Source: an optimization exercise on an open RTL-to-GDS flow (aim: small area and a short achievable clock period). Production flows keep margins and buffers that such runs may drop.
Only simulation tests tie the RTL to the original design; equivalence was not proved.

run 1:
// calc_op_master
module calc_op_master #(
  parameter int WIDTH   = 32,
  parameter int TIMEOUT = 64,
  parameter int CNT_W   = 16
) (
  input  logic             clk,
  input  logic             rst,
  input  logic             cmd_valid,
  output logic             cmd_ready,
  input  logic [1:0]       cmd_op,
  input  logic [WIDTH-1:0] cmd_a,
  input  logic [WIDTH-1:0] cmd_b,
  output logic [1:0]       calc_ctrl,
  output logic [WIDTH-1:0] calc_a,
  output logic [WIDTH-1:0] calc_b,
  output logic             calc_din_valid,
  input  logic             calc_stall_out,
  output logic             calc_stall_in,
  input  logic [WIDTH-1:0] calc_out,
  input  logic             calc_dout_valid,
  output logic             res_valid,
  input  logic             res_ready,
  output logic [WIDTH-1:0] res_data,
  output logic [1:0]       res_op,
  output logic             res_err,
  output logic             res_dz,
  output logic             res_timeout,
  output logic [CNT_W-1:0] op_cnt,
  output logic [CNT_W-1:0] err_cnt
);
  localparam logic [1:0] IDLE = 2'd0, ISSUE = 2'd1, WAIT_RES = 2'd2, REPORT = 2'd3;
  localparam logic [5:0] TIMER_LAST = 6'(TIMEOUT - 1);
  localparam logic [CNT_W-1:0] CNT_MAX = '1;
  logic [1:0] state_reg;
  logic [5:0] timer_reg;
  assign cmd_ready     = (state_reg == IDLE);
  assign calc_stall_in = (state_reg == WAIT_RES);
  wire        is_div = (calc_ctrl == 2'd3);
  wire        dz     = is_div && (calc_b == '0);
  wire [31:0] mx     = is_div ? calc_out : calc_a;
  wire rs1 = calc_b[0] ^ 1'b0 ^ 1'b0;
  wire rc2 = (calc_b[0] & 1'b0) | (calc_b[0] & 1'b0) | (1'b0 & 1'b0);
  wire rs3, rc4;
  calc_op_master_fa u_rs3 (.a(calc_b[1]), .b(calc_b[0]), .c(rc2), .s(rs3), .co(rc4));
  wire rs5, rc6;
  calc_op_master_fa u_rs5 (.a(calc_b[2]), .b(calc_b[1]), .c(rc4), .s(rs5), .co(rc6));
  wire rs7, rc8;
  calc_op_master_fa u_rs7 (.a(calc_b[3]), .b(calc_b[2]), .c(rc6), .s(rs7), .co(rc8));
  wire rs9, rc10;
  calc_op_master_fa u_rs9 (.a(calc_b[4]), .b(calc_b[3]), .c(rc8), .s(rs9), .co(rc10));
  wire rs11, rc12;
  calc_op_master_fa u_rs11 (.a(calc_b[5]), .b(calc_b[4]), .c(rc10), .s(rs11), .co(rc12));
  wire rs13, rc14;
  calc_op_master_fa u_rs13 (.a(calc_b[6]), .b(calc_b[5]), .c(rc12), .s(rs13), .co(rc14));
  wire rs15, rc16;
  calc_op_master_fa u_rs15 (.a(calc_b[7]), .b(calc_b[6]), .c(rc14), .s(rs15), .co(rc16));
  wire rs17, rc18;
  ...
==> flow/config.mk <==
export PLATFORM = sky130hd
export DESIGN_NAME = calc_op_master
export DESIGN_NICKNAME = calc_op_master
export VERILOG_FILES = /design/flow/design.v
export SDC_FILE = /design/flow/constraint.sdc
export NUM_CORES = 4
export LEC_CHECK = 0
export ABC_AREA = 1
export CAP_MARGIN = 20
export CORE_MARGIN = 2
export CORE_UTILIZATION = 40
export SLEW_MARGIN = 20
export SYNTH_HIERARCHICAL = 1
export SYNTH_MINIMUM_KEEP_SIZE = 0
==> flow/constraint.sdc <==
create_clock -name core_clock -period 100.0 [get_ports {clk}]
set_input_delay 20.0000 -clock core_clock [delete_from_list [all_inputs] [get_ports {clk}]]
set_output_delay 20.0000 -clock core_clock [all_outputs]
set_load 0.01 [all_outputs]
standard.sh (not shown) runs the stock make flow with config.mk's settings and CLKGATE_MAP_FILE= SYNTH_SCRIPT=/design/flow/synth_recipe.tcl, a recipe that flattens the netlist after the stock synthesis.
==> flow/flow/run.sh <==
#!/bin/bash
# The standard layout (standard.sh) with changes in effort only, none in constraints:
# - the ports are buffered by the smallest plain buffer (buf_1) instead of the delay buffer
#   buffer_ports picks by default;
# - the timing repair steps aim for extra setup slack (SETUP_SLACK_MARGIN), so that they
#   strengthen the calc_out-to-res_err paths, which otherwise meet the 100 ns clock untouched;
#   after placement they may only resize cells and swap pins (no new buffers).
set -euo pipefail
BUF='BUFFER_PORTS_ARGS=-buffer_cell sky130_fd_sc_hd__buf_1'
bash standard.sh "$BUF" SETUP_SLACK_MARGIN=76 floorplan > standard_flow_floorplan.log 2>&1
bash standard.sh "$BUF" SETUP_SLACK_MARGIN=76 SETUP_MOVE_SEQUENCE=sizeup,swap \
  finish > standard_flow.log 2>&1
#### Input delta (run 2 over run 1)
Settings: swapping 40 for 50 in CORE_UTILIZATION; putting CTS_BUF_LIST at sky130_fd_sc_hd__clkbuf_4 sky130_fd_sc_hd__clkbuf_8 where nothing was set; putting PLACE_DENSITY at 0.8 where nothing was set.
==> summary.txt <==
- From run 1 to run 2, non-clock inverter count in the final layout did not move at all.
- Of run 2 and run 1, the run reporting the higher signal arrival time at the worst endpoint was run 1.
- The higher global-route usage came out of run 2.
- Setup slack: run 2 more than run 1
- The time the final worst path needs with I/O delays and setup reported for run 2 is smaller than that of run 1 by 0.18 ns.
- Run 2 went all the way through the flow, and no timing, DRC or antenna check failed.
Modified inputs, run 3 compared to run 2
Settings: a change of CORE_UTILIZATION from 50 to 40.
### Flow results
Compared with run 2, run 3 shows a final period demand of the worst path that is 0.041 ns lower. In the reports for run 3 and run 2, the smaller final wirelength belongs to run 2. Run 2 has higher met2 demand-to-capacity share in global routing than run 3. For global-route wire length before repair, run 3 and run 2 come out practically identical.
Inputs modified between run 3 and run 4:
Settings: clearing PLACE_DENSITY, which used to be 0.8.
## What came out
- Run 4 vs run 3 — final critical path time including I/O delays and setup rose 0.19 ns.
- Going from run 3 to run 4, largest net degree at the start of global routing has increased.
- [compare] base=run 3 new=run 4: global-route usage climbed 2.2 points; average via count per standard cell shrank by about 2%.
- Compared run 3 against run 4; share of the final layout cell area in sequential cells within noise.
- Re number of buffers inserted during clock tree synthesis: no difference whatsoever between run 4 and run 3.
Input-level comparison between run 5 and run 4:
Settings: a deleted CTS_BUF_LIST that had been sky130_fd_sc_hd__clkbuf_4 sky130_fd_sc_hd__clkbuf_8.
==> flow/flow/run.sh <==
#!/bin/bash
# The standard layout (standard.sh) with two changes in effort, none in constraints:
# - the ports are buffered by the smallest plain buffer (buf_1) instead of the delay buffer
#   buffer_ports picks by default;
# - the floorplan step's timing repair (gate sizing only) aims for extra setup slack
#   (SETUP_SLACK_MARGIN), so that it strengthens the weak drivers on the calc_out-to-res_err
#   paths, which otherwise meet the 100 ns clock untouched. The later steps run as standard.
set -euo pipefail
bash standard.sh 'BUFFER_PORTS_ARGS=-buffer_cell sky130_fd_sc_hd__buf_1' \
  SETUP_SLACK_MARGIN=76 floorplan > standard_flow_floorplan.log 2>&1
bash standard.sh 'BUFFER_PORTS_ARGS=-buffer_cell sky130_fd_sc_hd__buf_1' \
  finish > standard_flow.log 2>&1
## What came out
Run 5 | status: complete | timing, DRC, antenna: pass
Final area: run 5 vs run 4, no meaningful difference
Run 5 has less setup slack than run 4.
Diff run 4 -> run 5: fraction of met3 tracks used by global routing moved down; fraction of standard cell area in multi-input logic moved down.

==> re-timing with driven ports <==
How much do the figures lean on ideal ports? The routed layouts below were timed once more, with nothing changed but the port constraints.
Step 1, drivers: a clkbuf_16 drives clk and a buf_2 each remaining input, both assumed.
Step 2 adds t to the input delays and takes it off the output delays; t is the mean of the earliest and latest rising clock arrival at the registers after step 1. Input paths then give back, and output paths get back, about the clock's delay inside the block.
Three values: ideal ports, drivers, drivers and shift; two values: the first two.
| run | shift t [ns] | setup WS [ns] | pins driven straight from the clock port |
|---|---|---|---|
| run 1 | 0.544 | 73.879 / 73.901 / 73.356 | 1 |
| run 2 | 0.604 | 74.061 / 74.086 / 73.482 | 1 |
| run 3 | 0.621 | 74.103 / 74.129 / 73.508 | 1 |
| run 4 | 0.617 | 73.910 / 73.913 / 73.295 | 1 |
| run 5 | 0.545 | 73.160 / 73.203 / 72.658 | 1 |
After both steps every run listed still meets setup and hold. For run 4, which loses most, drivers alone change the setup slack by +0.003 ns; drivers and shift together by -0.615 ns.
